Context: an optimization exercise on an open-source flow, tuned for small area and a short achievable clock period. The choices shown serve that exercise and are no tape-out recipe.
RTL that was checked went through simulation tests only; none was proved equivalent to the original.
The RTL of runs 5 and 6 was laid out without a check of its function.
Power figures rest on the tool's default switching activity, not on a simulated workload.

==> flow/design.v <==
package cpu_pkg;
  localparam int unsigned OPCODE_W = 4;
  localparam int unsigned IMM_W    = 4;
  localparam int unsigned INSTR_W  = OPCODE_W + IMM_W;
  localparam logic [OPCODE_W-1:0] HALT_OPCODE_DEFAULT = 4'hF;
  typedef enum logic [1:0] {
    ST_IDLE,
    ST_RUN,
    ST_DRAIN,
    ST_HALT
  } fetch_state_t;
endpackage
import cpu_pkg::*;
module instr_mem (
  input  logic                        clk,
  input  logic [255:0]                wsel,
  input  logic [255:0]                wsel_n,
  input  logic [cpu_pkg::INSTR_W-1:0] wcol,
  input  logic [63:0]                 rhi_n,
  input  logic [63:0]                 rlo_n,
  output logic [cpu_pkg::INSTR_W-1:0] rdata_n
);
  localparam int unsigned W = cpu_pkg::INSTR_W;
  logic [256*W-1:0] cells_q;
  logic [256*W-1:0] cells_d;
  logic [255:0]     rsel;
  for (genvar r = 0; r < 256; r++) begin : g_row
    fu_nor2 u_rsel (.a (rhi_n[((r%16)/4)*16 + r/16]), .b (rlo_n[(r/64)*16 + r%16]), .y (rsel[r]));
    for (genvar b = 0; b < W; b++) begin : g_bit
      fu_o22ai u_wr (
        .a1 (cells_q[r*W+b]), .a2 (wsel[r]),
        .b1 (wsel_n[r]),      .b2 (wcol[b]),
        .y  (cells_d[r*W+b])
      );
    end
  end
  always_ff @(posedge clk) begin
    cells_q <= cells_d;
  end
  for (genvar b = 0; b < W; b++) begin : g_rd
    logic [31:0] l2;      
    logic [15:0] l3_n;
    logic [7:0]  l4;
    logic [3:0]  l5_n;
    logic [1:0]  l6;
    for (genvar k = 0; k < 32; k++) begin : g_or8
      fu_or8 u_l2 (
        .s (rsel[k*8 +: 8]),
        .d ({cells_q[(k*8+7)*W+b], cells_q[(k*8+6)*W+b], cells_q[(k*8+5)*W+b],
             cells_q[(k*8+4)*W+b], cells_q[(k*8+3)*W+b], cells_q[(k*8+2)*W+b],
             cells_q[(k*8+1)*W+b], cells_q[(k*8+0)*W+b]}),
        .y (l2[k])
      );
    end
    for (genvar k = 0; k < 16; k++) begin : g_l3
      fu_nor2 u_l3 (.a (l2[2*k]), .b (l2[2*k+1]), .y (l3_n[k]));
    end
    for (genvar k = 0; k < 8; k++) begin : g_l4
      fu_nand2 u_l4 (.a (l3_n[2*k]), .b (l3_n[2*k+1]), .y (l4[k]));
    end
    for (genvar k = 0; k < 4; k++) begin : g_l5
      fu_nor2 u_l5 (.a (l4[2*k]), .b (l4[2*k+1]), .y (l5_n[k]));
    end
    for (genvar k = 0; k < 2; k++) begin : g_l6
      fu_nand2 u_l6 (.a (l5_n[2*k]), .b (l5_n[2*k+1]), .y (l6[k]));
    end
    fu_nor2 u_l7 (.a (l6[0]), .b (l6[1]), .y (rdata_n[b]));
  end
endmodule
module fu_o22ai (input logic a1, a2, b1, b2, output logic y);
  assign y = ~((a1 | a2) & (b1 | b2));
endmodule
module fu_or8 (input logic [7:0] s, input logic [7:0] d, output logic y);
  assign y = |(s & d);
endmodule
module fu_nand4 (input logic a, b, c, d, output logic y);
  assign y = ~(a & b & c & d);
endmodule
module fu_nor4 (input logic a, b, c, d, output logic y);
  assign y = ~(a | b | c | d);
endmodule
module fu_nand2 (input logic a, b, output logic y);
  assign y = ~(a & b);
endmodule
module fu_nor2 (input logic a, b, output logic y);
  assign y = ~(a | b);
endmodule
module fu_mux2 (input logic a0, a1, s, output logic y);
  assign y = s ? a1 : a0;
endmodule
module fu_reg16 (input logic clk, input logic [15:0] d, output logic [15:0] q);
  always_ff @(posedge clk) q <= d;
endmodule
import cpu_pkg::*;
module fetch_unit #(
  parameter int unsigned                   MEM_DEPTH   = 256,
  parameter logic [cpu_pkg::OPCODE_W-1:0]  HALT_OPCODE = cpu_pkg::HALT_OPCODE_DEFAULT
) (
  input  logic         clk,
  input  logic         rst_n,
  input  logic         start,
  input  logic         prog_we,
  input  logic [7:0]   prog_addr,
  input  logic [7:0]   prog_data,
  output logic [7:0]   instr_out,
  output logic         instr_valid,
  input  logic         instr_ready,
  input  logic         jump_en,
  input  logic [7:0]   jump_target,
  output logic [7:0]   pc_out,
  output logic         halted
);
  logic               active_q, active_d;
  logic               halt_q, halt_d;
  logic [7:0]         pc_q, pc_d;
  logic [63:0]        pc_hi_n_q;
  logic [15:0]        pc_hi_n_d;
  logic [63:0]        pc_lo_n_q;
  logic [15:0]        pc_lo_n_d;
  logic [INSTR_W-1:0] instr_q, instr_d;
  logic               valid_q, valid_d;
  logic               phase_q;
  logic [INSTR_W-1:0] mem_raw_n;
  logic               drain, loadable, we, restart, to_halt;
  logic               fetch, jump;
  logic [15:0]        whi_q, wlo_q;
  logic [INSTR_W-1:0] wdata_q;
  logic               byp_q;
  logic [255:0]       wsel, wsel_n;
  assign drain    = active_q && valid_q && (instr_q[INSTR_W-1 -: OPCODE_W] == HALT_OPCODE);
  assign loadable = !active_q;
  assign we       = prog_we && loadable;
  assign restart  = start && loadable;
  assign jump     = jump_en && active_q;
  assign fetch    = active_q && !drain && !jump_en && (!valid_q || instr_ready);
  assign to_halt  = drain && !jump_en && instr_ready;
  always_ff @(posedge clk) begin
    for (int i = 0; i < 16; i++) begin
      whi_q[i] <= we && (prog_addr[7:4] == i[3:0]);
      wlo_q[i] <= (prog_addr[3:0] == i[3:0]);
    end
    wdata_q <= prog_data;
    byp_q   <= we && (prog_addr == 8'd0);
  end
  always_comb begin
    for (int r = 0; r < 256; r++) begin
      wsel[r]   = whi_q[r/16] && wlo_q[r%16];
      wsel_n[r] = !(whi_q[r/16] && wlo_q[r%16]);
    end
  end
  always_ff @(posedge clk) begin
    phase_q <= !phase_q;
  end
  instr_mem u_mem (
    .clk     (clk),
    .wsel    (wsel),
    .wsel_n  (wsel_n),
    .wcol    (wdata_q ^ {INSTR_W{phase_q}}),
    .rhi_n   (pc_hi_n_q),
    .rlo_n   (pc_lo_n_q),
    .rdata_n (mem_raw_n)
  );
  always_ff @(posedge clk or negedge rst_n) begin
    if (!rst_n) begin
      active_q  <= 1'b0;
      halt_q    <= 1'b0;
      pc_q      <= '0;
      instr_q   <= '0;
      valid_q   <= 1'b0;
    end else begin
      active_q  <= active_d;
      halt_q    <= halt_d;
      pc_q      <= pc_d;
      instr_q   <= instr_d;
      valid_q   <= valid_d;
    end
  end
  fu_reg16 u_pc_hi0 (.clk (clk), .d (pc_hi_n_d), .q (pc_hi_n_q[15:0]));
  fu_reg16 u_pc_hi1 (.clk (clk), .d (pc_hi_n_d), .q (pc_hi_n_q[31:16]));
  fu_reg16 u_pc_hi2 (.clk (clk), .d (pc_hi_n_d), .q (pc_hi_n_q[47:32]));
  fu_reg16 u_pc_hi3 (.clk (clk), .d (pc_hi_n_d), .q (pc_hi_n_q[63:48]));
  fu_reg16 u_pc_lo0 (.clk (clk), .d (pc_lo_n_d), .q (pc_lo_n_q[15:0]));
  fu_reg16 u_pc_lo1 (.clk (clk), .d (pc_lo_n_d), .q (pc_lo_n_q[31:16]));
  fu_reg16 u_pc_lo2 (.clk (clk), .d (pc_lo_n_d), .q (pc_lo_n_q[47:32]));
  fu_reg16 u_pc_lo3 (.clk (clk), .d (pc_lo_n_d), .q (pc_lo_n_q[63:48]));
  assign active_d = restart || (active_q && !to_halt);
  assign halt_d   = (halt_q && !start) || to_halt;
  always_comb begin
    valid_d = valid_q;
    if (restart || jump) valid_d = 1'b0;
    else if (fetch) valid_d = 1'b1;
    else if (to_halt) valid_d = 1'b0;
  end
  always_comb begin
    pc_d      = pc_q;
    pc_hi_n_d = pc_hi_n_q[15:0];
    pc_lo_n_d = pc_lo_n_q[15:0];
    if (restart) begin
      pc_d      = '0;
      pc_hi_n_d = 16'hFFFE;
      pc_lo_n_d = 16'hFFFE;
    end else if (jump) begin
      pc_d = jump_target;
      for (int i = 0; i < 16; i++) begin
        pc_hi_n_d[i] = (jump_target[7:4] != i[3:0]);
        pc_lo_n_d[i] = (jump_target[3:0] != i[3:0]);
      end
    end else if (fetch) begin
      pc_d      = pc_q + 8'd1;
      pc_lo_n_d = {pc_lo_n_q[14:0], pc_lo_n_q[15]};
      if (!pc_lo_n_q[15]) pc_hi_n_d = {pc_hi_n_q[14:0], pc_hi_n_q[15]};
    end
  end
  for (genvar b = 0; b < INSTR_W; b++) begin : g_instr
    fu_mux2 u_mux (
      .a0 (fetch ? (byp_q ? wdata_q[b] : !phase_q) : instr_q[b]),
      .a1 (fetch ? (byp_q ? wdata_q[b] : phase_q)  : instr_q[b]),
      .s  (mem_raw_n[b]),
      .y  (instr_d[b])
    );
  end
  assign instr_out   = instr_q;
  assign instr_valid = valid_q;
  assign pc_out      = pc_q;
  assign halted      = halt_q;
endmodule
==> flow/flow/run.sh <==
#!/bin/bash
# Own layout flow: the standard ORFS flow (standard.sh, standard synthesis
# unchanged) with a few layout settings changed:
#  - sizing may swap cells across footprints (so port buffers and other
#    cells can be replaced by faster or smaller ones),
#  - ports are buffered with buf_4 instead of the smallest buffer,
#  - CTS without dummy loads, with larger sink clusters (fewer leaf buffers).
# The make output goes to flow_make.log in the work folder; ORFS keeps each
# step's own log under orfs/logs/.
set -euo pipefail
bash standard.sh \
  MATCH_CELL_FOOTPRINT=0 \
  "BUFFER_PORTS_ARGS=-buffer_cell sky130_fd_sc_hd__buf_4" \
  "CTS_ARGS=-sink_clustering_enable -repair_clock_nets -dont_use_dummy_load -sink_clustering_size 25 -sink_clustering_max_diameter 80" \
  finish > flow_make.log 2>&1
==> flow/standard.sh <==
#!/bin/bash
# synth_recipe.tcl (not shown) runs the flow's synth.tcl, then flattens the netlist and writes it again
# the make line also repeats each setting of config.mk as NAME=value (left out here)
make -C /OpenROAD-flow-scripts/flow DESIGN_CONFIG=/design/flow/config.mk WORK_HOME=/design/flow/orfs CLKGATE_MAP_FILE= SYNTH_SCRIPT=/design/flow/synth_recipe.tcl "${@:-finish}"
==> flow/config.mk <==
export PLATFORM = sky130hd
export DESIGN_NAME = fetch_unit
export DESIGN_NICKNAME = fetch_unit
export VERILOG_FILES = /design/flow/design.v
export SDC_FILE = /design/flow/constraint.sdc
export NUM_CORES = 4
export LEC_CHECK = 0
export CAP_MARGIN = 20
export CORE_MARGIN = 2
export CORE_UTILIZATION = 60
export SETUP_SLACK_MARGIN = 2.4
export SLEW_MARGIN = 20
export SYNTH_HIERARCHICAL = 1
export SYNTH_MINIMUM_KEEP_SIZE = 0
==> flow/constraint.sdc <==
create_clock -name core_clock -period 4.1 [get_ports {clk}]
set_input_delay 0.8200 -clock core_clock [delete_from_list [all_inputs] [get_ports {clk}]]
set_output_delay 0.8200 -clock core_clock [all_outputs]
set_load 0.01 [all_outputs]
==> reports/metrics.yaml, run 1 <==
yosys:
  synth_area_um2: 72710
  synth_flop_cell: "sky130_fd_sc_hd__dfxtp_1"
  part_of_the_yosys_area_used_for_sequential_elements_pct: 61.72
  mappedNetlistNets: 6968
  netlist_instances: 6937
  synth-warning-count: 9
  synthTopCellsByCount: "sky130_fd_sc_hd__dfxtp_1, sky130_fd_sc_hd__o22ai_1, sky130_fd_sc_hd__a22oi_1"
  yosys.area.top_type: "sky130_fd_sc_hd__dfxtp_1"
  flops_latches_synth: 2237
  async_flop_share_pct: 0.8494
  synth_cell_types: 49
  synth-edff-count: 0
  yosysMostFrequentCell: "sky130_fd_sc_hd__dfxtp_1"
  synth.top_cell.area_share_pct: 61.07
  post_synth.cell_area_avg_um2: 10.48
  synth.top_cells.by_area: "sky130_fd_sc_hd__dfxtp_1, sky130_fd_sc_hd__o22ai_1, sky130_fd_sc_hd__a22oi_1"
power_and_ir_drop:
  power_w: 0.05163
  max-vdd-ir-drop_mv: 0.4421
  pwr_density_cell_nw_per_um2: 610.9
  p_leak_nw: 33.01
route:
  drt-initial-drc-count: 11290
  antenna_left: 0
  drt_wl_total_um: 284200
  first_pass_iters: 10
  dr_total_vias: 67090
  routed_wire_length_per_instance_um: 31.88
  detail_route.drc_violations: 0
  viasPerCell: 7.528
sta:
  period_share_pct: 58.78
  final.setup.tns_ns: 0
  fin_skew_ns: 0.04068
  hold-worst-slack_ns: 0.1807
  final_max_slew_viol_count: 0
  maxSlewHeadroom_pct: 18.53
  timing_hold_violations_final: 0
  fmax_ghz: 0.4149
  transition_at_the_pin_with_the_smallest_max_transition_slack_ns: 1.220
  rsz_0062_raised_after_global_routing: "true"
  setup_viol: 0
  final.min_clock_period_ns: 2.410
die:
  die-width_um: 352.1
  design.core.area_um2: 120100
  die_area_um2: 124000
  dieHeight_um: 352.1
  placementRows: 127
  pin_count: 48
  initial_utilization_pct: 60.53
hold_path:
  hp-class: "in -> reg"
layout:
  final-instance-count-excl-fill: 8913
  layout.nets: 7321
  final_core_util_pct: 70.35
  area.growth.synth_to_final_pct: 16.23
  area_of_the_multi_input_gates_um2: 29320
  sequential_cell_area_um2: 45280
  layout-drive-gt1-share_pct: 15.59
  num-fill-cells: 8951
clock_network:
  clock_insertion_delay_worst_skew_ns: 0.74
  clockBufferDepth: 3
  clock_sink_count: 2237
  clkTransAtPathRegs_ns: 0.10
  cts_tree: "yes"
  h-tree-depth: 3
  root_buf_cell: "sky130_fd_sc_hd__clkbuf_16"
  cts_buffers: 101
run_status:
  outcome: "timing/DRC/antenna clean"
global_routing:
  grt_antenna_before_repair: 37
  global_route.usage.total_pct: 42.09
  first_pass_grt_wire_length_um: 398800
  vias_in_the_first_global_route: 61010
  grt-ovfl-total: 0
  largest_net_degree_at_the_start_of_global_routing: 83
placement:
  buffer_ports.inserted: 47
  place.detailed.hpwl_um: 172000
  dpl.cell_count: 8585
  placer_s_final_routability_congestion_estimate: 1.005
setup_path:
  critPathCaptureType: "flip-flop"
  worst-setup-path-type: "reg -> reg"
  setup.reg_to_reg.worst_slack_ns: 1.69
  timing.critical_path.fanout_max: 8
  worst_ep_arrival_time_ns: 3.00
  timing.critical_path.required_ns: 4.69
  timing.critical_path.from_type: "flip-flop"
job:
  maxCapViolations: 0
-- critical path, cell delays in order (launching register included) --
cell and delay (ns):
sky130_fd_sc_hd__dfxtp_4 0.46, sky130_fd_sc_hd__nor2_2 0.15, sky130_fd_sc_hd__a22oi_2 0.26, sky130_fd_sc_hd__nand4_1 0.29, sky130_fd_sc_hd__nor2_2 0.30, sky130_fd_sc_hd__nand2_1 0.13, sky130_fd_sc_hd__nor2_2 0.15, sky130_fd_sc_hd__nand2_4 0.09
sky130_fd_sc_hd__nor2_4 0.12, sky130_fd_sc_hd__mux2_4 0.30
-- cell families (layout without fill, tap and decap cells) --
group | count (synthesis) | after routing | synth area share, %
AO/OA/AOI/OAI | 3136 | 3136 | 28.85
flip-flops | 2237 | 2237 | 61.72
AND/OR/NAND/NOR | 1205 | 1213 | 7.292
buffers and inverters | 339 | 682 | 1.817
multiplexers | 10 | 10 | 0.1944
XOR/XNOR | 9 | 9 | 0.1084
adder cells (fa/ha/maj) | 1 | 1 | 0.01720
other | 0 | 13 | 0
-- metal layers --
layer / GRT usage (%) / wire [um] / vias to the layer above
met1: 58.21 / 110300 / 32610
met3: 12.09 / 37480 / 1055
li1: - / - / 28500
met5: 0 / 437 / -
met2: 61.36 / 119600 / 4886
met4: 18.45 / 16440 / 39
-- per-module statistics from Yosys (local to each module, per instance), a selection --
module / cells inside / copies in the design / area [um^2]
fu_reg16: 16 / 8 / 320.3
fu_o22ai: 1 / 2048 / 6.256
fu_nand2: 1 / 80 / 3.754
fu_or8: 5 / 256 / 36.28
fu_mux2: 1 / 8 / 15.01
fu_nor2: 1 / 424 / 3.754
-- placed cells by master, fill, tap and decap left out, types with 90 or more instances in the layout --
| cell | synthesis | final |
|---|---|---|
| sky130_fd_sc_hd__a22oi_1 | 1025 | 894 |
| sky130_fd_sc_hd__a22oi_2 | 0 | 131 |
| sky130_fd_sc_hd__buf_4 | 2 | 115 |
| sky130_fd_sc_hd__buf_6 | 3 | 90 |
| sky130_fd_sc_hd__clkbuf_16 | 0 | 126 |
| sky130_fd_sc_hd__dfxtp_1 | 2218 | 2072 |
| sky130_fd_sc_hd__inv_1 | 258 | 246 |
| sky130_fd_sc_hd__nand2_1 | 430 | 342 |
| sky130_fd_sc_hd__nand4_1 | 258 | 258 |
| sky130_fd_sc_hd__nor2_1 | 468 | 230 |
| sky130_fd_sc_hd__nor2_2 | 0 | 200 |
| sky130_fd_sc_hd__o22ai_1 | 2048 | 2048 |
-- final timing paths --
| kind | end | startpoint | cells past startpoint |
|---|---|---|---|
| min | wdata_q[2] | prog_data[2] | 1 |
| min reg2reg | u_mem.cells_q[969] | u_mem.cells_q[969] | 1 |
| min in group asynchronous | valid_q | rst_n | 2 |
| max | instr_q[4] | u_pc_lo1.q[13] | 9 |
| max in group asynchronous | active_q | rst_n | 2 |
| max reg2reg | instr_q[4] | u_pc_lo1.q[13] | 9 |
-- flip-flops by register name, summed over array words and instances (netlist names), 8 cells and up --
name / count
u_mem.cells_q: 2048
instr_q: 8
u_pc_lo0.q: 16
u_pc_hi1.q: 16
pc_q: 8
wdata_q: 8
u_pc_hi2.q: 16
u_pc_hi0.q: 16
wlo_q: 16
u_pc_hi3.q: 16
whi_q: 16
u_pc_lo3.q: 16
u_pc_lo2.q: 16
u_pc_lo1.q: 16
-- power breakdown --
| part | internal [W] | switching (W) | leakage (nW) |
|---|---|---|---|
| clock network | 0.00441 | 0.00668 | 1.24 |
| logic | 0.00510 | 0.00954 | 12.9 |
| registers | 0.0235 | 0.00241 | 18.8 |
-- area by class of cell --
type,instances,share of cell area [%]
multi-input combinational,4369,34.69
tap,1612,2.386
inverter,259,1.150
antenna,13,0.03849
clock buffer,101,2.990
sequential,2237,53.57
timing repair buffer,322,5.171
-- metrics by stage --
step,setup WS (ns),cell area [um^2]
2_1_floorplan,0.07529,72880
3_3_place_gp,0.5438,75660
3_5_place_dp,0.8572,75820
4_1_cts,1.860,82810
5_1_grt,1.776,84490
6_report,1.690,84520
-- repair_timing --
| item | 4_1_cts | 5_1_grt |
|---|---|---|
| hold buffers | 1 | 0 |
| endpoints found under the setup margin | 2216 | 848 |
| gates cloned | 24 | 21 |
| buffers inserted | 141 | 27 |
| hold endpoints to repair | 18 | 0 |
| gates resized for setup | 768 | 267 |
| pin swaps | 167 | 112 |
==> run 2, diff against run 1 <==
--- a/flow/config.mk
+++ b/flow/config.mk
@@ -8,7 +8,7 @@
 export CAP_MARGIN = 20
 export CORE_MARGIN = 2
 export CORE_UTILIZATION = 60
-export SETUP_SLACK_MARGIN = 2.4
+export SETUP_SLACK_MARGIN = 2.2
 export SLEW_MARGIN = 20
 export SYNTH_HIERARCHICAL = 1
 export SYNTH_MINIMUM_KEEP_SIZE = 0
==> run 2 against run 1 <==
Effect of this change: non-clock buffer count is 90 lower; fmax rose by 1.4%; final area down 2.5%; clock skew increased by 0.0035 ns; hold slack better by 0.0067 ns; routed wire length fell by 4.4%; first-iteration DRC count decreased by 9.3%; sequential cell count unchanged; largest cell class unchanged; largest power group unchanged.
==> reports/metrics.yaml, run 2 <==
sta:
  setup_viol: 0
  maxSlewHeadroom_pct: 17.79
  fin_skew_ns: 0.04421
  rsz_0062_raised_after_global_routing: "true"
  final.setup.tns_ns: 0
  timing_hold_violations_final: 0
  period_share_pct: 57.96
  worst_path_setup_slack_after_routing_ns: 1.724
  transition_at_the_pin_with_the_smallest_max_transition_slack_ns: 1.231
  final.min_clock_period_ns: 2.376
  final_max_slew_viol_count: 0
  fmax_ghz: 0.4208
yosys:
  synth.top_cells.by_area: "sky130_fd_sc_hd__dfxtp_1, sky130_fd_sc_hd__o22ai_1, sky130_fd_sc_hd__a22oi_1"
  post_synth.cell_area_avg_um2: 10.48
  largest_family_of_logic_cells_by_synthesized_area: "compound AO/OA/AOI/OAI gates"
  netlist_instances: 6937
  yosys.area.top_type: "sky130_fd_sc_hd__dfxtp_1"
  flops_latches_synth: 2237
  synthTopCellsByCount: "sky130_fd_sc_hd__dfxtp_1, sky130_fd_sc_hd__o22ai_1, sky130_fd_sc_hd__a22oi_1"
  synth-xor-area-share_pct: 0.1084
  synth-compound-area-share_pct: 28.85
  synth-edff-count: 0
  synth_cell_types: 49
  synth-warning-count: 9
  synth_area_um2: 72710
  post_synth_mux_area_share_pct: 0.1944
  mappedNetlistNets: 6968
  adder_cell_fraction_of_synth_area_pct: 0.01721
  part_of_the_yosys_area_used_for_sequential_elements_pct: 61.72
  synth_flop_cell: "sky130_fd_sc_hd__dfxtp_1"
  yosysMostFrequentCell: "sky130_fd_sc_hd__dfxtp_1"
  synth.top_cell.area_share_pct: 61.07
  synth_simple_gate_area_share_pct: 7.292
  async_flop_share_pct: 0.8494
setup_path:
  timing.critical_path.from_type: "flip-flop"
  worst_r2r_startpoint: "u_pc_lo1.q[10]"
  critPathCaptureType: "flip-flop"
  path_common_cell: "sky130_fd_sc_hd__nor2_1"
  timing.critical_path.required_ns: 4.73
  timing.critical_path.slowest_stage_cell: "sky130_fd_sc_hd__dfxtp_4"
  setup.reg_to_reg.worst_slack_ns: 1.72
  worst_ep_arrival_time_ns: 3.01
  worst-setup-path-type: "reg -> reg"
  timing.critical_path.fanout_max: 8
  r2r-end: "instr_q[5]"
  worstPathCellList: "nor2_1, a22oi_2, nand4_1, nor2_1, nand2_1, nor2_1, nand2_1, nor2_1, mux2_4"
  worstRegToRegCells: 9
  critical_path.max_stage_delay_ns: 0.46
route:
  dr_total_vias: 65410
  antenna_left: 0
  drt_wl_total_um: 271700
  viasPerCell: 7.411
  detail_route.drc_violations: 0
  first_pass_iters: 10
  drt-initial-drc-count: 10240
  routed_wire_length_per_instance_um: 30.79
placement:
  place.detailed.hpwl_um: 172000
  post-place-ws_ns: 0.8572
  placer_s_final_routability_congestion_estimate: 1.005
  dpl.cell_count: 8585
  placement.cell_area_um2: 75820
  buffer_ports.inserted: 47
layout:
  largest-register: "u_mem.cells_q"
  most_common_library_cell_in_the_layout_ignoring_fill_and_taps: "sky130_fd_sc_hd__dfxtp_1"
  largest_register_ffs: 2048
  final_core_util_pct: 68.63
  layout_common_cells: "sky130_fd_sc_hd__dfxtp_1, sky130_fd_sc_hd__o22ai_1, sky130_fd_sc_hd__a22oi_1"
  layout-drive-gt1-share_pct: 13.27
  area.growth.synth_to_final_pct: 13.38
  design_area_um2: 82440
  final-instance-count-excl-fill: 8826
  layout.nets: 7229
job:
  maxCapViolations: 0
hold_path:
  hold_path.startpoint: "prog_data[2]"
  hold-path-cell-count: 1
  hp-class: "in -> reg"
  holdPathEnd: "wdata_q[2]"
run_status:
  outcome: "timing/DRC/antenna clean"
global_routing:
  grt-ovfl-total: 0
  first_pass_grt_wire_length_um: 390900
  vias_in_the_first_global_route: 60150
  largest_net_degree_at_the_start_of_global_routing: 92
  global_route.usage.total_pct: 41.10
  grt_antenna_before_repair: 26
clock_network:
  clock_insertion_delay_worst_skew_ns: 0.74
  cts_tree: "yes"
  h-tree-depth: 3
  root_buf_cell: "sky130_fd_sc_hd__clkbuf_16"
  clock_sink_count: 2237
  clkTransAtPathRegs_ns: 0.10
  clockBufferDepth: 3
  cts_buffers: 101
die:
  placementRows: 127
  die-width_um: 352.1
  dieHeight_um: 352.1
  pin_count: 48
  die_area_um2: 124000
  design.core.area_um2: 120100
  initial_utilization_pct: 60.53
power_and_ir_drop:
  pwr_density_cell_nw_per_um2: 613.2
  max-vdd-ir-drop_mv: 0.4348
  p_leak_nw: 32.20
run 2: stage by stage:
step,hold slack [ns],power [W]
4_1_cts,0.1558,0.04883
3_3_place_gp,0.4293,0.03583
5_1_grt,0.1639,0.05139
2_1_floorplan,0.4221,0.02998
6_report,0.1874,0.05055
3_5_place_dp,0.4373,0.03596
run 2: routing by layer:
metal  GRT usage [%]  wire, um
met4           19.16     13690
met1           56.62    107300
met2           59.50    116000
met5               0       305
met3           12.01     34460
run 2: kinds of logic after synthesis:
family | after synthesis
multiplexers | 10
AO/OA/AOI/OAI | 3136
buffers and inverters | 339
adder cells (fa/ha/maj) | 1
XOR/XNOR | 9
flip-flops | 2237
AND/OR/NAND/NOR | 1205
run 2: area by class of cell:
class | instances | area [um^2]
clock buffer | 101 | 2527
tap | 1612 | 2017
sequential | 2237 | 45260
timing repair buffer | 232 | 2776
inverter | 259 | 972.2
antenna | 18 | 45.04
fill | 9271 | 37690
multi-input combinational | 4367 | 28840
run 2: worst max-delay path by stage:
stage                              start             endpoint  slack (ns)  depth (start not counted)
after floorplan                  phase_q  u_mem.cells_q[1002]        0.08                          3
after global placement       instr_ready       u_pc_lo2.q[10]        0.54                          6
final                     u_pc_lo1.q[10]           instr_q[5]        1.72                          9
after detailed placement         jump_en       u_pc_lo2.q[14]        0.86                          5
after CTS                  u_pc_lo0.q[5]           instr_q[5]        1.86                         10
after global routing      u_pc_lo0.q[13]           instr_q[3]        1.76                          9
run 2: critical path: cells and delay by family, from the launching register on:
family,cells,cell delay (ns)
muxes,1,0.31
and+or+nand+nor,7,1.16
AOI/OAI and AO/OA,1,0.35
DFF,1,0.46
run 2: power breakdown:
part,total [W],switching (W),internal (W)
sequential,0.0258,0.00236,0.0235
clock,0.0110,0.00664,0.00440
combinational,0.0137,0.00902,0.00464
run 2: modules after synthesis, one instance, submodules excluded:
module / times used / cells inside / flops+latches
instr_mem: 1 / 2048 / 2048
fetch_unit: 1 / 921 / 61
fu_reg16: 8 / 16 / 16
fu_or8: 256 / 5 / 0
fu_mux2: 8 / 1 / 0
fu_o22ai: 2048 / 1 / 0
fu_nand2: 80 / 1 / 0
fu_nor2: 424 / 1 / 0
run 2: timing repair:
| action | 4_1_cts | 5_1_grt |
|---|---|---|
| buffers inserted | 68 | 35 |
| endpoints found under the setup margin | 2207 | 1372 |
| hold endpoints to repair | 18 | 0 |
| hold buffers | 1 | 0 |
| cloned | 12 | 6 |
| gates resized for setup | 606 | 242 |
| pin swaps | 127 | 75 |
==> run 3, diff against run 2 <==
--- a/flow/config.mk
+++ b/flow/config.mk
@@ -8,7 +8,7 @@
 export CAP_MARGIN = 20
 export CORE_MARGIN = 2
 export CORE_UTILIZATION = 60
-export SETUP_SLACK_MARGIN = 2.2
+export SETUP_SLACK_MARGIN = 2.0
 export SLEW_MARGIN = 20
 export SYNTH_HIERARCHICAL = 1
 export SYNTH_MINIMUM_KEEP_SIZE = 0
==> run 3 against run 2 <==
Effect of this change: first-iteration DRC count decreased by 5.6%; sequential cell count is the same; sequential power is essentially flat; combinational power is 4% lower; fmax rose by 2.2%; final cell count fell by 0.65%; register-to-register slack gained 0.05 ns; clock power hardly changed; clock-buffer cell count did not move; global-route usage fell by 1.1 points; clock skew down 0.00068 ns; largest power group unchanged; highest routed layer unchanged.
==> reports/metrics.yaml, run 3 <==
sta:
  final.min_clock_period_ns: 2.326
  maxSlewHeadroom_pct: 27.06
  hold-worst-slack_ns: 0.1880
  timing_hold_violations_final: 0
  final.setup.tns_ns: 0
  setup_viol: 0
  fin_skew_ns: 0.04353
  fmax_ghz: 0.4300
  period_share_pct: 56.72
  transition_at_the_pin_with_the_smallest_max_transition_slack_ns: 1.086
  worst_path_setup_slack_after_routing_ns: 1.774
  rsz_0062_raised_after_global_routing: "true"
  final_max_slew_viol_count: 0
yosys:
  async_flop_share_pct: 0.8494
  synth-warning-count: 9
  synth_cell_types: 49
  yosysMostFrequentCell: "sky130_fd_sc_hd__dfxtp_1"
  synth_area_um2: 72710
  mappedNetlistNets: 6968
  synth-edff-count: 0
  synth.top_cell.area_share_pct: 61.07
  part_of_the_yosys_area_used_for_sequential_elements_pct: 61.72
  synth.top_cells.by_area: "sky130_fd_sc_hd__dfxtp_1, sky130_fd_sc_hd__o22ai_1, sky130_fd_sc_hd__a22oi_1"
  post_synth.cell_area_avg_um2: 10.48
  synthTopCellsByCount: "sky130_fd_sc_hd__dfxtp_1, sky130_fd_sc_hd__o22ai_1, sky130_fd_sc_hd__a22oi_1"
  yosys.area.top_type: "sky130_fd_sc_hd__dfxtp_1"
  synth_flop_cell: "sky130_fd_sc_hd__dfxtp_1"
  netlist_instances: 6937
  flops_latches_synth: 2237
power_and_ir_drop:
  pwr_density_cell_nw_per_um2: 613.7
  p_leak_nw: 31.72
  max-vdd-ir-drop_mv: 0.4345
  power_w: 0.04996
die:
  die_area_um2: 124000
  die-width_um: 352.1
  design.core.area_um2: 120100
  dieHeight_um: 352.1
  placementRows: 127
  initial_utilization_pct: 60.53
  pin_count: 48
route:
  drt_wl_total_um: 262900
  drt-initial-drc-count: 9668
  first_pass_iters: 9
  viasPerCell: 7.387
  antenna_left: 0
  detail_route.drc_violations: 0
  dr_total_vias: 64780
  routed_wire_length_per_instance_um: 29.98
clock_network:
  root_buf_cell: "sky130_fd_sc_hd__clkbuf_16"
  clock_sink_count: 2237
  cts_tree: "yes"
  clkTransAtPathRegs_ns: 0.10
  clockBufferDepth: 3
  cts_buffers: 101
  clock_insertion_delay_worst_skew_ns: 0.74
  h-tree-depth: 3
hold_path:
  hp-class: "in -> reg"
job:
  maxCapViolations: 0
layout:
  area.growth.synth_to_final_pct: 11.97
  layout-drive-gt1-share_pct: 12.73
  num-fill-cells: 9451
  most_common_library_cell_in_the_layout_ignoring_fill_and_taps: "sky130_fd_sc_hd__dfxtp_1"
  largest-register: "u_mem.cells_q"
  layout.nets: 7168
  largest_register_ffs: 2048
  layout_common_cells: "sky130_fd_sc_hd__dfxtp_1, sky130_fd_sc_hd__o22ai_1, sky130_fd_sc_hd__a22oi_1"
placement:
  placer_s_final_routability_congestion_estimate: 1.005
  place.detailed.hpwl_um: 172000
  buffer_ports.inserted: 47
  post-place-ws_ns: 0.8572
global_routing:
  grt-ovfl-total: 0
  grtUsageMet3_pct: 11.40
  vias_in_the_first_global_route: 59520
  gr-usage-met2_pct: 58.14
  largest_net_degree_at_the_start_of_global_routing: 166
  first_pass_grt_wire_length_um: 382600
  global_route.usage.total_pct: 39.99
  gr_util_met1_pct: 55.48
  gr-max-usage-layer: "met2"
  grt_antenna_before_repair: 36
run_status:
  outcome: "timing/DRC/antenna clean"
setup_path:
  timing.critical_path.from_type: "flip-flop"
  critPathCaptureType: "flip-flop"
  timing.critical_path.required_ns: 4.71
  timing.critical_path.fanout_max: 8
  worst-setup-path-type: "reg -> reg"
  worst_ep_arrival_time_ns: 2.94
-- run 3: cell counts after synthesis --
Identical to the previous run, type by type.
-- run 3: layout make-up --
| class | count | area [um^2] | share of cell area, % |
|---|---|---|---|
| antenna | 22 | 55.05 | 0.06762 |
| timing repair buffer | 173 | 1909 | 2.345 |
| sequential | 2237 | 45270 | 55.61 |
| tap | 1612 | 2017 | 2.477 |
| inverter | 259 | 972.2 | 1.194 |
| multi-input combinational | 4365 | 28660 | 35.20 |
| clock buffer | 101 | 2527 | 3.104 |
-- run 3: report_power, final --
part           internal (W)  switching (W)  total (W)
combinational       0.00437        0.00868     0.0131
clock               0.00441        0.00662     0.0110
sequential           0.0235        0.00238     0.0259
-- run 3: modules after synthesis, one instance, submodules excluded --
module	area [um^2]	times used	cells	flip-flops and latches
instr_mem	41000	1	2048	2048
fetch_unit	5039	1	921	61
fu_reg16	320.3	8	16	16
fu_or8	36.28	256	5	0
fu_mux2	15.01	8	1	0
fu_o22ai	6.256	2048	1	0
fu_nand2	3.754	80	1	0
fu_nor2	3.754	424	1	0
-- run 3: logic make-up (layout without fill, tap and decap cells) --
group	after synthesis	after routing	synth area share, %
muxes	10	10	0.1944
DFF	2237	2237	61.72
buffers and inverters	339	533	1.817
other	0	22	0
AOI/OAI and AO/OA	3136	3136	28.85
adders and majority gates	1	1	0.01720
and+or+nand+nor	1205	1209	7.292
xor gates and xnor gates	9	9	0.1084
-- run 3: metal layers --
layer	share of wire (%)	wire, um
met5	0.10	266
met4	4.8	12710
met2	43	111800
met1	40	106200
met3	12	31830
-- run 3: worst max-delay path: stages (launching register included) --
cell                      delay (ns)
sky130_fd_sc_hd__dfxtp_4        0.47
sky130_fd_sc_hd__nor2_2         0.16
sky130_fd_sc_hd__a22oi_2        0.27
sky130_fd_sc_hd__nand4_1        0.22
sky130_fd_sc_hd__nor2_1         0.22
sky130_fd_sc_hd__nand2_2        0.14
sky130_fd_sc_hd__nor2_4         0.18
sky130_fd_sc_hd__nand2_1        0.12
sky130_fd_sc_hd__nor2_2         0.12
sky130_fd_sc_hd__mux2_4         0.30
-- run 3: final timing paths --
check	start	endpoint	slack, ns	cells past startpoint
setup / recovery	u_pc_lo3.q[4]	instr_q[6]	1.77	9
hold / removal	prog_data[2]	wdata_q[2]	0.19	1
setup reg to reg	u_pc_lo3.q[4]	instr_q[6]	1.77	9
hold reg to reg	u_mem.cells_q[952]	u_mem.cells_q[952]	0.45	1
max in group asynchronous	rst_n	active_q	3.15	2
min in group asynchronous	rst_n	instr_q[7]	0.62	2
-- run 3: what timing repair did --
action	CTS	global route
endpoints found under the hold margin	18	0
hold buffers	1	0
gates cloned	3	3
pin swaps	109	90
buffers inserted	43	11
setup endpoints to repair	1657	261
resized for setup	544	220
-- run 3: per-stage QoR --
stage | utilization (%) | cells | cell area (um^2)
after floorplan | - | 6937 | 72880
after global placement | 62.98 | 8572 | 75660
after detailed placement | 63.11 | 8585 | 75820
after CTS | 66.98 | 8733 | 80470
after global routing | 67.74 | 8753 | 81380
final | 67.77 | 8769 | 81420
==> run 4, diff against run 3 <==
--- a/flow/config.mk
+++ b/flow/config.mk
@@ -7,7 +7,7 @@
 export LEC_CHECK = 0
 export CAP_MARGIN = 20
 export CORE_MARGIN = 2
-export CORE_UTILIZATION = 60
+export CORE_UTILIZATION = 70
 export SETUP_SLACK_MARGIN = 2.0
 export SLEW_MARGIN = 20
 export SYNTH_HIERARCHICAL = 1
==> run 4 against run 3 <==
Effect of this change: final area decreased by 0.71%; clock-buffer cell count fell by 2; routed wire length is 3.0% lower; first-iteration DRC count rose by 20%; utilization is 10 points higher; sequential cell count stayed put; global-route usage is 5.5 points higher; synthesized cell count unchanged; fmax is 2.9% lower; die area is 14% lower; sequential power hardly changed; register-to-register slack got worse by 0.07 ns; critical endpoint is now instr_q[7].
==> reports/metrics.yaml, run 4 <==
sta:
  final.setup.tns_ns: 0
  fmax_ghz: 0.4174
  maxSlewHeadroom_pct: 9.469
  final_max_slew_viol_count: 0
  timing_hold_violations_final: 0
  setup_viol: 0
  period_share_pct: 58.44
  final.min_clock_period_ns: 2.396
  rsz_0062_raised_after_global_routing: "true"
  transition_at_the_pin_with_the_smallest_max_transition_slack_ns: 1.348
  fin_skew_ns: 0.04736
hold_path:
  hold-path-cell-count: 1
  hp-class: "in -> reg"
  hold_path.startpoint: "prog_data[1]"
  holdPathEnd: "wdata_q[1]"
layout:
  layout-drive-gt1-share_pct: 11.14
  layout.nets: 7170
  area.growth.synth_to_final_pct: 11.17
  largest_register_ffs: 2048
  layout_common_cells: "sky130_fd_sc_hd__dfxtp_1, sky130_fd_sc_hd__o22ai_1, sky130_fd_sc_hd__a22oi_1"
  largest-register: "u_mem.cells_q"
  most_common_library_cell_in_the_layout_ignoring_fill_and_taps: "sky130_fd_sc_hd__dfxtp_1"
  num-fill-cells: 6849
yosys:
  synth_flop_cell: "sky130_fd_sc_hd__dfxtp_1"
  synthTopCellsByCount: "sky130_fd_sc_hd__dfxtp_1, sky130_fd_sc_hd__o22ai_1, sky130_fd_sc_hd__a22oi_1"
  synth.top_cell.area_share_pct: 61.07
  synth_cell_types: 49
  synth-edff-count: 0
  yosys.area.top_type: "sky130_fd_sc_hd__dfxtp_1"
  synth_area_um2: 72710
  yosysMostFrequentCell: "sky130_fd_sc_hd__dfxtp_1"
  flops_latches_synth: 2237
  synth-warning-count: 9
  post_synth.cell_area_avg_um2: 10.48
  netlist_instances: 6937
  mappedNetlistNets: 6968
  synth.top_cells.by_area: "sky130_fd_sc_hd__dfxtp_1, sky130_fd_sc_hd__o22ai_1, sky130_fd_sc_hd__a22oi_1"
  part_of_the_yosys_area_used_for_sequential_elements_pct: 61.72
  async_flop_share_pct: 0.8494
placement:
  placer_s_final_routability_congestion_estimate: 1.040
  place.detailed.hpwl_um: 164400
  buffer_ports.inserted: 47
setup_path:
  timing.critical_path.from_type: "flip-flop"
  worstRegToRegCells: 9
  worst_ep_arrival_time_ns: 3.03
  setup.reg_to_reg.worst_slack_ns: 1.70
  worst_r2r_startpoint: "u_pc_lo0.q[6]"
  critPathCaptureType: "flip-flop"
  worst-setup-path-type: "reg -> reg"
  timing.critical_path.required_ns: 4.74
  timing.critical_path.fanout_max: 8
  r2r-end: "instr_q[7]"
global_routing:
  grt_antenna_before_repair: 21
  first_pass_grt_wire_length_um: 374800
  gr-usage-met2_pct: 65.46
  gr_util_met1_pct: 61.48
  grt-ovfl-total: 0
  grtUsageMet3_pct: 15.17
  gr-max-usage-layer: "met2"
  vias_in_the_first_global_route: 60460
  global_route.usage.total_pct: 45.54
  largest_net_degree_at_the_start_of_global_routing: 142
die:
  pin_count: 48
  die_area_um2: 106500
  design.core.area_um2: 103300
  initial_utilization_pct: 70.36
  dieHeight_um: 326.3
  placementRows: 118
  die-width_um: 326.3
route:
  dr_total_vias: 66280
  routed_wire_length_per_instance_um: 29.85
  drt_wl_total_um: 255000
  viasPerCell: 7.758
  antenna_left: 0
  drt-initial-drc-count: 11570
  first_pass_iters: 9
  detail_route.drc_violations: 0
clock_network:
  clock_insertion_delay_worst_skew_ns: 0.74
  root_buf_cell: "sky130_fd_sc_hd__clkbuf_16"
  h-tree-depth: 3
  cts_buffers: 99
  clkTransAtPathRegs_ns: 0.10
  clock_sink_count: 2237
  cts_tree: "yes"
  clockBufferDepth: 3
power_and_ir_drop:
  max-vdd-ir-drop_mv: 0.4529
  p_leak_nw: 31.73
  power_w: 0.04953
  pwr_density_cell_nw_per_um2: 612.7
job:
  maxCapViolations: 0
run_status:
  outcome: "timing/DRC/antenna clean"
[run 4: cell types whose count changed in the layout (fill, tap and decap cells not counted), moves of 11 or more]
cell	before	now
sky130_fd_sc_hd__dfxtp_4	86	56
sky130_fd_sc_hd__nor2_1	215	295
sky130_fd_sc_hd__a22oi_2	151	122
sky130_fd_sc_hd__buf_4	95	106
sky130_fd_sc_hd__nor2_2	211	127
sky130_fd_sc_hd__a22oi_1	874	903
sky130_fd_sc_hd__dfxtp_1	2088	2104
sky130_fd_sc_hd__dfxtp_2	44	58
[run 4: worst max-delay path: stages (launching register included)]
cell                      delay [ns]
sky130_fd_sc_hd__dfxtp_4        0.54
sky130_fd_sc_hd__nor2_4         0.12
sky130_fd_sc_hd__a22oi_2        0.25
sky130_fd_sc_hd__nand4_1        0.23
sky130_fd_sc_hd__nor2_2         0.24
sky130_fd_sc_hd__nand2_2        0.13
sky130_fd_sc_hd__nor2_4         0.24
sky130_fd_sc_hd__nand2_4        0.11
sky130_fd_sc_hd__nor2_4         0.14
sky130_fd_sc_hd__mux2_4         0.30
[run 4: cells by family (layout without fill, tap and decap cells)]
kind of cell             count (synthesis)  after routing  synth area share, %
AO/OA/AOI/OAI                         3136           3136                28.85
AND/OR/NAND/NOR                       1205           1207                7.292
flip-flops                            2237           2237                61.72
multiplexers                            10             10               0.1944
XOR/XNOR                                 9             11               0.1084
other                                    0             27                    0
buffers and inverters                  339            535                1.817
adder cells (fa/ha/maj)                  1              1              0.01720
[run 4: what timing repair did]
item                                   4_1_cts  5_1_grt
pin swaps                                  115       57
cloned                                       4        0
setup buffers                               42       17
endpoints found under the hold margin       14        0
setup endpoints to repair                 1842      180
gates resized for setup                    514      105
hold buffers                                 1        0
[run 4: final cells by class]
| cell class | count | area, um^2 | area share, % |
|---|---|---|---|
| flip-flops and latches | 2237 | 45170 | 55.88 |
| diodes | 27 | 67.56 | 0.08358 |
| inverters | 259 | 972.2 | 1.203 |
| repair buffers | 177 | 1938 | 2.397 |
| multi-input cells | 4365 | 28480 | 35.24 |
| well taps | 1380 | 1727 | 2.136 |
| clock buffers | 99 | 2477 | 3.065 |
[run 4: per-layer routing]
| metal | vias to the layer above | share of wire, % |
|---|---|---|
| li1 | 28200 | - |
| met1 | 31850 | 37 |
| met2 | 5176 | 42 |
| met3 | 1055 | 15 |
| met4 | 10 | 6.1 |
| met5 | - | 0.071 |
[run 4: worst max-delay path by stage]
stage	from	endpoint	slack, ns	depth (start not counted)
global route	u_pc_hi2.q[3]	instr_q[0]	1.68	9
finish	u_pc_lo0.q[6]	instr_q[7]	1.70	9
detailed placement	u_pc_lo2.q[13]	instr_q[5]	0.89	9
CTS	u_pc_lo2.q[11]	instr_q[5]	1.84	9
global placement	jump_en	u_pc_lo3.q[10]	0.64	5
floorplan	phase_q	u_mem.cells_q[1002]	0.08	3
[run 4: Yosys stat by module (local to each module, per instance)]
module / flops+latches / times used
fu_mux2: 0 / 8
fu_nand2: 0 / 80
fu_o22ai: 0 / 2048
fu_or8: 0 / 256
fetch_unit: 61 / 1
instr_mem: 2048 / 1
fu_reg16: 16 / 8
fu_nor2: 0 / 424
[run 4: report_power, final]
group          switching (W)  internal, W
Clock                0.00650      0.00432
Combinational        0.00861      0.00421
Sequential           0.00244       0.0234
[run 4: through the flow]
stage	util (%)	area, um^2	setup WS, ns	hold WS [ns]	std cells
floorplan	-	72880	0.07529	0.4221	6937
global placement	72.97	75410	0.6429	0.4293	8339
detailed placement	73.15	75600	0.8922	0.4373	8354
CTS	77.53	80130	1.845	0.1649	8500
global route	78.17	80780	1.678	0.1716	8522
finish	78.22	80840	1.704	0.1875	8544
==> run 5, diff against run 4 <==
--- a/flow/design.v
+++ b/flow/design.v
@@ -85,11 +85,23 @@
 module fu_nor2 (input logic a, b, output logic y);
   assign y = ~(a | b);
 endmodule
-module fu_mux2 (input logic a0, a1, s, output logic y);
-  assign y = s ? a1 : a0;
+module fu_mux2i (input logic a0, a1, s, output logic y);
+  assign y = ~(s ? a1 : a0);
 endmodule
 module fu_reg16 (input logic clk, input logic [15:0] d, output logic [15:0] q);
   always_ff @(posedge clk) q <= d;
+endmodule
+module fu_oreg8 (input logic clk, rst_n, input logic [7:0] d, output logic [7:0] q);
+  always_ff @(posedge clk or negedge rst_n) begin
+    if (!rst_n) q <= '0;
+    else q <= d;
+  end
+endmodule
+module fu_oreg1 (input logic clk, rst_n, d, output logic q);
+  always_ff @(posedge clk or negedge rst_n) begin
+    if (!rst_n) q <= 1'b0;
+    else q <= d;
+  end
 endmodule
 import cpu_pkg::*;
 module fetch_unit #(
@@ -212,15 +224,15 @@
     end
   end
   for (genvar b = 0; b < INSTR_W; b++) begin : g_instr
-    fu_mux2 u_mux (
-      .a0 (fetch ? (byp_q ? wdata_q[b] : !phase_q) : instr_q[b]),
-      .a1 (fetch ? (byp_q ? wdata_q[b] : phase_q)  : instr_q[b]),
+    fu_mux2i u_mux (
+      .a0 (!(fetch ? (byp_q ? wdata_q[b] : !phase_q) : instr_q[b])),
+      .a1 (!(fetch ? (byp_q ? wdata_q[b] : phase_q)  : instr_q[b])),
       .s  (mem_raw_n[b]),
       .y  (instr_d[b])
     );
   end
-  assign instr_out   = instr_q;
-  assign instr_valid = valid_q;
-  assign pc_out      = pc_q;
+  fu_oreg8 u_oinstr (.clk (clk), .rst_n (rst_n), .d (instr_d), .q (instr_out));
+  fu_oreg8 u_opc    (.clk (clk), .rst_n (rst_n), .d (pc_d),    .q (pc_out));
+  fu_oreg1 u_ovalid (.clk (clk), .rst_n (rst_n), .d (valid_d), .q (instr_valid));
   assign halted      = halt_q;
 endmodule
--- a/flow/config.mk
+++ b/flow/config.mk
@@ -7,7 +7,7 @@
 export LEC_CHECK = 0
 export CAP_MARGIN = 20
 export CORE_MARGIN = 2
-export CORE_UTILIZATION = 70
+export CORE_UTILIZATION = 60
 export SETUP_SLACK_MARGIN = 2.0
 export SLEW_MARGIN = 20
 export SYNTH_HIERARCHICAL = 1
==> run 5 against run 4 <==
Effect of this change: clock-buffer cell count grew 4; final area grew 1.3%; critical path depth is the same; fmax grew 3.3%; clock skew shrank 0.0017 ns; sequential share of layout area shrank 0.073 points; hold slack lost 0.14 ns; register-to-register slack gained 0.08 ns; largest cell class unchanged.
==> reports/metrics.yaml, run 5 <==
yosys:
  part_of_the_yosys_area_used_for_sequential_elements_pct: 61.89
  synth_area_um2: 73200
  yosys.area.top_type: "sky130_fd_sc_hd__dfxtp_1"
  synth_flop_cell: "sky130_fd_sc_hd__dfxtp_1"
  mappedNetlistNets: 6990
  synth_simple_gate_area_share_pct: 7.120
  synth-warning-count: 11
  post_synth_mux_area_share_pct: 0.1248
  yosysMostFrequentCell: "sky130_fd_sc_hd__dfxtp_1"
  synth.top_cells.by_area: "sky130_fd_sc_hd__dfxtp_1, sky130_fd_sc_hd__o22ai_1, sky130_fd_sc_hd__a22oi_1"
  largest_family_of_logic_cells_by_synthesized_area: "compound AO/OA/AOI/OAI gates"
  synthTopCellsByCount: "sky130_fd_sc_hd__dfxtp_1, sky130_fd_sc_hd__o22ai_1, sky130_fd_sc_hd__a22oi_1"
  adder_cell_fraction_of_synth_area_pct: 0.01709
  synth-compound-area-share_pct: 28.93
  flops_latches_synth: 2254
  synth.top_cell.area_share_pct: 60.66
  async_flop_share_pct: 1.597
  post_synth.cell_area_avg_um2: 10.52
  netlist_instances: 6959
  synth_cell_types: 43
  synth-xor-area-share_pct: 0.1077
  synth-edff-count: 0
sta:
  final.setup.tns_ns: 0
  final.min_clock_period_ns: 2.319
  setup_viol: 0
  rsz_0062_raised_after_global_routing: "true"
  final_max_slew_viol_count: 0
  period_share_pct: 56.56
  worst_path_setup_slack_after_routing_ns: 1.781
  fmax_ghz: 0.4312
  timing_hold_violations_final: 0
  maxSlewHeadroom_pct: 29.33
  fin_skew_ns: 0.04567
  transition_at_the_pin_with_the_smallest_max_transition_slack_ns: 1.060
placement:
  place.detailed.hpwl_um: 171700
  buffer_ports.inserted: 47
  post-place-ws_ns: 0.6919
  placer_s_final_routability_congestion_estimate: 0.9722
  placement.cell_area_um2: 76440
  dpl.cell_count: 8623
die:
  initial_utilization_pct: 60.29
  pin_count: 48
  die_area_um2: 124800
  placementRows: 128
  dieHeight_um: 353.3
  design.core.area_um2: 121400
  die-width_um: 353.3
setup_path:
  critPathCaptureType: "flip-flop"
  setup.reg_to_reg.worst_slack_ns: 1.78
  worst_ep_arrival_time_ns: 2.94
  timing.critical_path.from_type: "flip-flop"
  worstRegToRegCells: 9
  timing.critical_path.fanout_max: 8
  worst_r2r_startpoint: "u_pc_lo0.q[0]"
  timing.critical_path.required_ns: 4.72
  r2r-end: "u_oinstr.q[3]"
  worst-setup-path-type: "reg -> reg"
power_and_ir_drop:
  clock_power_share_pct: 25.5
  power_w: 0.04362
  p_int_w: 0.03028
  p_leak_nw: 31.93
  power.switching_w: 0.01334
  max-vdd-ir-drop_mv: 0.4252
  share_of_total_power_in_sequential_cells_pct: 56.7
  sw_share_pct: 30.59
  pwr_density_cell_nw_per_um2: 532.9
  power.share.combinational_pct: 17.8
clock_network:
  clockBufferDepth: 3
  ctsHoldBuffers: 0
  cts_tree: "yes"
  clock_sink_count: 2254
  cts_buffers: 103
  h-tree-depth: 3
  root_buf_cell: "sky130_fd_sc_hd__clkbuf_16"
  clkTransAtPathRegs_ns: 0.10
  clock_insertion_delay_worst_skew_ns: 0.77
global_routing:
  gr_util_met1_pct: 54.80
  grt-ovfl-total: 0
  global_route.usage.total_pct: 39.41
  largest_net_degree_at_the_start_of_global_routing: 159
  grt_antenna_before_repair: 19
  gr-max-usage-layer: "met2"
  grtUsageMet3_pct: 9.271
  first_pass_grt_wire_length_um: 377000
  gr-usage-met2_pct: 57.85
  vias_in_the_first_global_route: 59410
route:
  antenna_left: 0
  drt_wl_total_um: 258800
  drt-initial-drc-count: 9150
  routed_wire_length_per_instance_um: 29.39
  dr_total_vias: 64480
  detail_route.drc_violations: 0
  first_pass_iters: 7
  viasPerCell: 7.323
hold_path:
  hp-class: "in -> async"
layout:
  layout.nets: 7201
  layout_common_cells: "sky130_fd_sc_hd__dfxtp_1, sky130_fd_sc_hd__o22ai_1, sky130_fd_sc_hd__a22oi_1"
  design_area_um2: 81860
  largest-register: "u_mem.cells_q"
  layout-drive-gt1-share_pct: 12.14
  most_common_library_cell_in_the_layout_ignoring_fill_and_taps: "sky130_fd_sc_hd__dfxtp_1"
  final-instance-count-excl-fill: 8805
  largest_register_ffs: 2048
  area.growth.synth_to_final_pct: 11.83
job:
  maxCapViolations: 0
run_status:
  outcome: "timing/DRC/antenna clean"
run 5: cell types whose count changed after synthesis, sizes merged, moves of 17 or more:
cell,delta
a31oi,+17
o21ai,+23
a32oi,-28
nor3,+20
dfrtp,+17
nand2,-80
a211oi,+18
run 5: how the worst max path moves through the flow:
stage	start	endpoint	slack [ns]	cells past startpoint
after floorplan	phase_q	u_mem.cells_q[1004]	0.06	3
after detailed placement	jump_en	u_pc_lo2.q[12]	0.69	6
after CTS	u_oinstr.q[5]	instr_out[5]	1.86	1
after global routing	u_pc_lo0.q[6]	u_oinstr.q[7]	1.78	9
final	u_pc_lo0.q[0]	u_oinstr.q[3]	1.78	9
after global placement	jump_en	u_pc_lo2.q[10]	-0.07	6
run 5: worst max-delay path, stage by stage (launching register included):
cell and delay [ns]:
sky130_fd_sc_hd__dfxtp_4 0.49, sky130_fd_sc_hd__nor2_4 0.12, sky130_fd_sc_hd__a22oi_2 0.23, sky130_fd_sc_hd__nand4_1 0.27, sky130_fd_sc_hd__nor2_2 0.26, sky130_fd_sc_hd__nand2_2 0.12
sky130_fd_sc_hd__nor2_4 0.19, sky130_fd_sc_hd__nand2_4 0.11, sky130_fd_sc_hd__nor2_4 0.13, sky130_fd_sc_hd__mux2i_2 0.26
run 5: logic make-up (layout without fill, tap and decap cells):
kind of cell             Yosys count  in the layout
adder cells (fa/ha/maj)            1              1
other                              0             12
buffers and inverters            347            553
AND/OR/NAND/NOR                 1165           1165
flip-flops                      2254           2254
XOR/XNOR                           9              9
multiplexers                       9              9
AO/OA/AOI/OAI                   3174           3177
run 5: metrics by stage:
| step | hold slack (ns) | utilization [%] |
|---|---|---|
| 3_3_place_gp | 0.4292 | 62.74 |
| 3_5_place_dp | 0.4373 | 62.97 |
| 5_1_grt | 0.06256 | 67.41 |
| 6_report | 0.05173 | 67.43 |
| 2_1_floorplan | 0.4221 | - |
| 4_1_cts | 0.04014 | 66.89 |
run 5: per-module statistics from Yosys, one instance, submodules excluded:
module,area [um^2],flip-flops and latches
instr_mem,41000,2048
fetch_unit,5135,61
fu_reg16,320.3,16
fu_oreg8,200.2,8
fu_or8,36.28,0
fu_oreg1,25.02,1
fu_mux2i,10.01,0
fu_o22ai,6.256,0
fu_nand2,3.754,0
fu_nor2,3.754,0
run 5: metal layers:
metal  vias up  routed length (um)
li1      28320                   -
met1     31540              104700
met2      3882              110700
met3       722               29180
met4        12               14150
met5         -                  78
run 5: layout make-up:
| type | count | area (um^2) |
|---|---|---|
| Fill cell | 9632 | 39540 |
| Inverter | 261 | 983.4 |
| Tap cell | 1625 | 2033 |
| Multi-Input combinational cell | 4361 | 28530 |
| Sequential cell | 2254 | 45680 |
| Timing Repair Buffer | 189 | 2022 |
| Antenna cell | 12 | 30.03 |
| Clock buffer | 103 | 2577 |
run 5: power groups by stage:
stage	combinational, W	clock, W	sequential, W
floorplan	0.00313	0	0.0242
global placement	0.00586	0	0.0249
detailed placement	0.00595	0	0.0249
CTS	0.00709	0.0112	0.0246
global route	0.00787	0.0119	0.0248
finish	0.00777	0.0111	0.0247
run 5: repair_timing:
action                                   CTS  global route
endpoints found under the setup margin  1761           197
gates resized for setup                  565           133
buffers inserted                          47            16
pin swaps                                108            74
gates cloned                               2             2
==> run 6, diff against run 5 <==
--- a/flow/config.mk
+++ b/flow/config.mk
@@ -8,7 +8,7 @@
 export CAP_MARGIN = 20
 export CORE_MARGIN = 2
 export CORE_UTILIZATION = 60
-export SETUP_SLACK_MARGIN = 2.0
+export SETUP_SLACK_MARGIN = 2.2
 export SLEW_MARGIN = 20
 export SYNTH_HIERARCHICAL = 1
 export SYNTH_MINIMUM_KEEP_SIZE = 0
==> run 6 against run 5 <==
Effect of this change: still clean; first-iteration DRC count increased by 6.9%; final area increased by 2.3%; clock-buffer cell count stayed put; register-to-register slack about the same; sequential power barely moved; hold slack improved by 0.0030 ns; final cell count grew 0.66%; highest routed layer unchanged.
==> reports/metrics.yaml, run 6 <==
run_status:
  outcome: "timing/DRC/antenna clean"
die:
  design.core.area_um2: 121400
  initial_utilization_pct: 60.29
  placementRows: 128
  pin_count: 48
  die_area_um2: 124800
  die-width_um: 353.3
  dieHeight_um: 353.3
yosys:
  synthTopCellsByCount: "sky130_fd_sc_hd__dfxtp_1, sky130_fd_sc_hd__o22ai_1, sky130_fd_sc_hd__a22oi_1"
  synth_flop_cell: "sky130_fd_sc_hd__dfxtp_1"
  synth-edff-count: 0
  async_flop_share_pct: 1.597
  netlist_instances: 6959
  yosysMostFrequentCell: "sky130_fd_sc_hd__dfxtp_1"
  part_of_the_yosys_area_used_for_sequential_elements_pct: 61.89
  mappedNetlistNets: 6990
  synth_cell_types: 43
  synth.top_cell.area_share_pct: 60.66
  post_synth.cell_area_avg_um2: 10.52
  yosys.area.top_type: "sky130_fd_sc_hd__dfxtp_1"
  synth.top_cells.by_area: "sky130_fd_sc_hd__dfxtp_1, sky130_fd_sc_hd__o22ai_1, sky130_fd_sc_hd__a22oi_1"
  synth_area_um2: 73200
  flops_latches_synth: 2254
  synth-warning-count: 11
power_and_ir_drop:
  share_of_total_power_in_sequential_cells_pct: 55.5
  max-vdd-ir-drop_mv: 0.4467
  p_leak_nw: 32.56
  sw_share_pct: 31.15
  pwr_density_cell_nw_per_um2: 532.8
  clock_power_share_pct: 25.0
  power.share.combinational_pct: 19.5
  power.switching_w: 0.01389
  p_int_w: 0.03071
route:
  drt_wl_total_um: 268000
  drt-initial-drc-count: 9783
  viasPerCell: 7.394
  detail_route.drc_violations: 0
  wl_met2_um: 114500
  first_pass_iters: 7
  dr_total_vias: 65530
  met3RoutedLength_um: 31690
  antenna_left: 0
  met1_length_um: 106800
  routed_wire_length_per_instance_um: 30.24
  maxUsedRoutingLayer: "met5"
placement:
  placer_s_final_routability_congestion_estimate: 0.9722
  buffer_ports.inserted: 47
  post-place-ws_ns: 0.6919
  place.detailed.hpwl_um: 171700
global_routing:
  first_pass_grt_wire_length_um: 380500
  grt-ovfl-total: 0
  grt_antenna_before_repair: 18
  largest_net_degree_at_the_start_of_global_routing: 134
  vias_in_the_first_global_route: 59890
  global_route.usage.total_pct: 39.80
sta:
  period_share_pct: 56.48
  maxSlewHeadroom_pct: 37.38
  final.min_clock_period_ns: 2.316
  setup_viol: 0
  final_max_slew_viol_count: 0
  worst_path_setup_slack_after_routing_ns: 1.784
  rsz_0062_raised_after_global_routing: "true"
  final.setup.tns_ns: 0
  fin_skew_ns: 0.04824
  transition_at_the_pin_with_the_smallest_max_transition_slack_ns: 0.9374
  fmax_ghz: 0.4319
  timing_hold_violations_final: 0
setup_path:
  setup.reg_to_reg.worst_slack_ns: 1.78
  worstRegToRegCells: 9
  timing.critical_path.fanout_max: 8
  r2r-end: "u_oinstr.q[3]"
  timing.critical_path.from_type: "flip-flop"
  worst_ep_arrival_time_ns: 2.93
  critPathCaptureType: "flip-flop"
  worstSetupStartpoint: "u_pc_lo1.q[8]"
  timing.critical_path.required_ns: 4.72
  worst_r2r_startpoint: "u_pc_lo1.q[8]"
  worstSetupEndpoint: "u_oinstr.q[3]"
  worst-setup-path-type: "reg -> reg"
clock_network:
  cts_buffers: 103
  clock_sink_count: 2254
  clockBufferDepth: 3
  h-tree-depth: 3
  clock_insertion_delay_worst_skew_ns: 0.77
  cts_tree: "yes"
  clkTransAtPathRegs_ns: 0.09
  root_buf_cell: "sky130_fd_sc_hd__clkbuf_16"
hold_path:
  hp-class: "in -> async"
layout:
  layout.nets: 7266
  layout-drive-gt1-share_pct: 15.30
  largest-register: "u_mem.cells_q"
  most_common_library_cell_in_the_layout_ignoring_fill_and_taps: "sky130_fd_sc_hd__dfxtp_1"
  layout_common_cells: "sky130_fd_sc_hd__dfxtp_1, sky130_fd_sc_hd__o22ai_1, sky130_fd_sc_hd__a22oi_1"
  final_core_util_pct: 68.96
  area.growth.synth_to_final_pct: 14.37
  num-fill-cells: 9358
  largest_register_ffs: 2048
job:
  maxCapViolations: 0
==> run 6: changes by cell type in the layout (fill, tap and decap cells not counted), sizes merged <==
cell,change
clkbuf,+8
o211a,-1
buf,+58
diode,-7
==> run 6: modules after synthesis, one instance, submodules excluded, a selection <==
module,flip-flops and latches,cells inside,cell area (um^2)
fetch_unit,61,926,5135
fu_mux2i,0,1,10.01
fu_o22ai,0,1,6.256
fu_or8,0,5,36.28
fu_oreg1,1,1,25.02
fu_oreg8,8,8,200.2
==> run 6: layer usage <==
layer | GRT usage [%] | up-vias
met1 | 55.13 | 32010
met5 | 0 | -
li1 | - | 28460
met3 | 9.664 | 802
met2 | 58.18 | 4239
met4 | 19.90 | 24
==> run 6: stage by stage <==
stage          hold WS (ns)  cells  total power [W]  cell area, um^2
2_1_floorplan        0.4221   6959          0.02729            73360
4_1_cts             0.04014   8803          0.04317            81750
6_report            0.05474   8863          0.04460            83710
5_1_grt             0.06335   8860          0.04546            83700
3_3_place_gp         0.4292   8607          0.03073            76160
3_5_place_dp         0.4373   8623          0.03082            76440
==> run 6: logic make-up (layout without fill, tap and decap cells) <==
| group | count (synthesis) | after routing | synth area share (%) |
|---|---|---|---|
| buf+inv | 347 | 619 | 1.805 |
| xor+xnor | 9 | 9 | 0.1077 |
| mux | 9 | 9 | 0.1248 |
| simple gates | 1165 | 1165 | 7.120 |
| compound gates | 3174 | 3176 | 28.93 |
| fa+ha+maj | 1 | 1 | 0.01709 |
| flops | 2254 | 2254 | 61.89 |
| other cells | 0 | 5 | 0 |
==> run 6: worst min path at each step <==
stage / slack [ns] / cells past startpoint / startpoint / to
3_3_place_gp: 0.43 / 1 / u_mem.cells_q[1181] / u_mem.cells_q[1181]
4_1_cts: 0.04 / 1 / rst_n / u_ovalid.q
2_1_floorplan: 0.42 / 1 / u_mem.cells_q[0] / u_mem.cells_q[0]
5_1_grt: 0.06 / 1 / rst_n / u_ovalid.q
3_5_place_dp: 0.44 / 1 / u_mem.cells_q[849] / u_mem.cells_q[849]
6_report: 0.05 / 1 / rst_n / u_ovalid.q
==> run 6: worst max-delay path: stages (launching register included) <==
cell and delay (ns):
sky130_fd_sc_hd__dfxtp_2 0.45, sky130_fd_sc_hd__nor2_1 0.19, sky130_fd_sc_hd__a22oi_2 0.24, sky130_fd_sc_hd__nand4_1 0.19, sky130_fd_sc_hd__nor2_2 0.22, sky130_fd_sc_hd__nand2_1 0.19
sky130_fd_sc_hd__nor2_2 0.18, sky130_fd_sc_hd__nand2_4 0.12, sky130_fd_sc_hd__nor2_4 0.13, sky130_fd_sc_hd__mux2i_2 0.26
==> run 6: repair_timing <==
item	CTS	global route
hold buffers	0	0
gates cloned	4	7
setup buffers	73	48
pin swaps	151	115
gates resized for setup	639	337
endpoints found under the setup margin	2195	895
hold endpoints to repair	0	0
==> run 6: power groups by stage <==
stage               Sequential (W)  Clock, W  Combinational, W
floorplan                   0.0242         0           0.00313
global placement            0.0249         0           0.00586
detailed placement          0.0249         0           0.00595
CTS                         0.0246    0.0112           0.00742
global route                0.0248    0.0119           0.00876
finish                      0.0247    0.0112           0.00870
==> run 6: area by class of cell <==
| cell class | instances | area (um^2) | area share (%) |
|---|---|---|---|
| diodes | 5 | 12.51 | 0.01495 |
| clock buffers | 103 | 2577 | 3.079 |
| inverters | 261 | 983.4 | 1.175 |
| multi-input cells | 4360 | 29350 | 35.07 |
| flip-flops and latches | 2254 | 45730 | 54.62 |
| well taps | 1625 | 2033 | 2.429 |
| repair buffers | 255 | 3024 | 3.613 |

## static timing again, ports no longer ideal
Ports are ideal in the flow. The routed layouts listed here were re-timed in OpenROAD.
Step 1, drivers: a clkbuf_16 drives clk and a buf_2 each remaining input, both assumed.
Step 2 adds t to the input delays and takes it off the output delays; t is the mean of the earliest and latest rising clock arrival at the registers after step 1. Input paths then give back, and output paths get back, about the clock's delay inside the block.
a / b / c = ideal ports / drivers / drivers and shift; a / b = the first two.
run	t, ns	slack for setup (ns)	worst hold slack (ns)	worst register clock-pin slew, ns	worst slew at a driven data input, ns	cell pins on the clock port's net
run 1	0.801	1.690 / 1.690 / 1.474	0.181 / 0.127 / 0.447	0.11 / 0.11	0.17	1
run 2	0.797	1.724 / 1.724 / 1.449	0.187 / 0.134 / 0.448	0.11 / 0.11	0.16	1
run 3	0.795	1.774 / 1.774 / 1.287	0.188 / 0.134 / 0.448	0.10 / 0.10	0.16	1
run 4	0.795	1.704 / 1.704 / 1.260	0.187 / 0.143 / 0.447	0.11 / 0.11	0.19	1
run 5	0.829	1.781 / 1.781 / 1.312	0.052 / -0.004 / 0.447	0.10 / 0.10	0.17	1
run 6	0.825	1.784 / 1.784 / 1.491	0.055 / 0.000 / 0.445	0.11 / 0.11	0.18	1
After both steps every run listed still meets setup and hold. The setup slack of run 3, which loses most, moves by 0.000 ns with the drivers and by -0.487 ns with both steps.
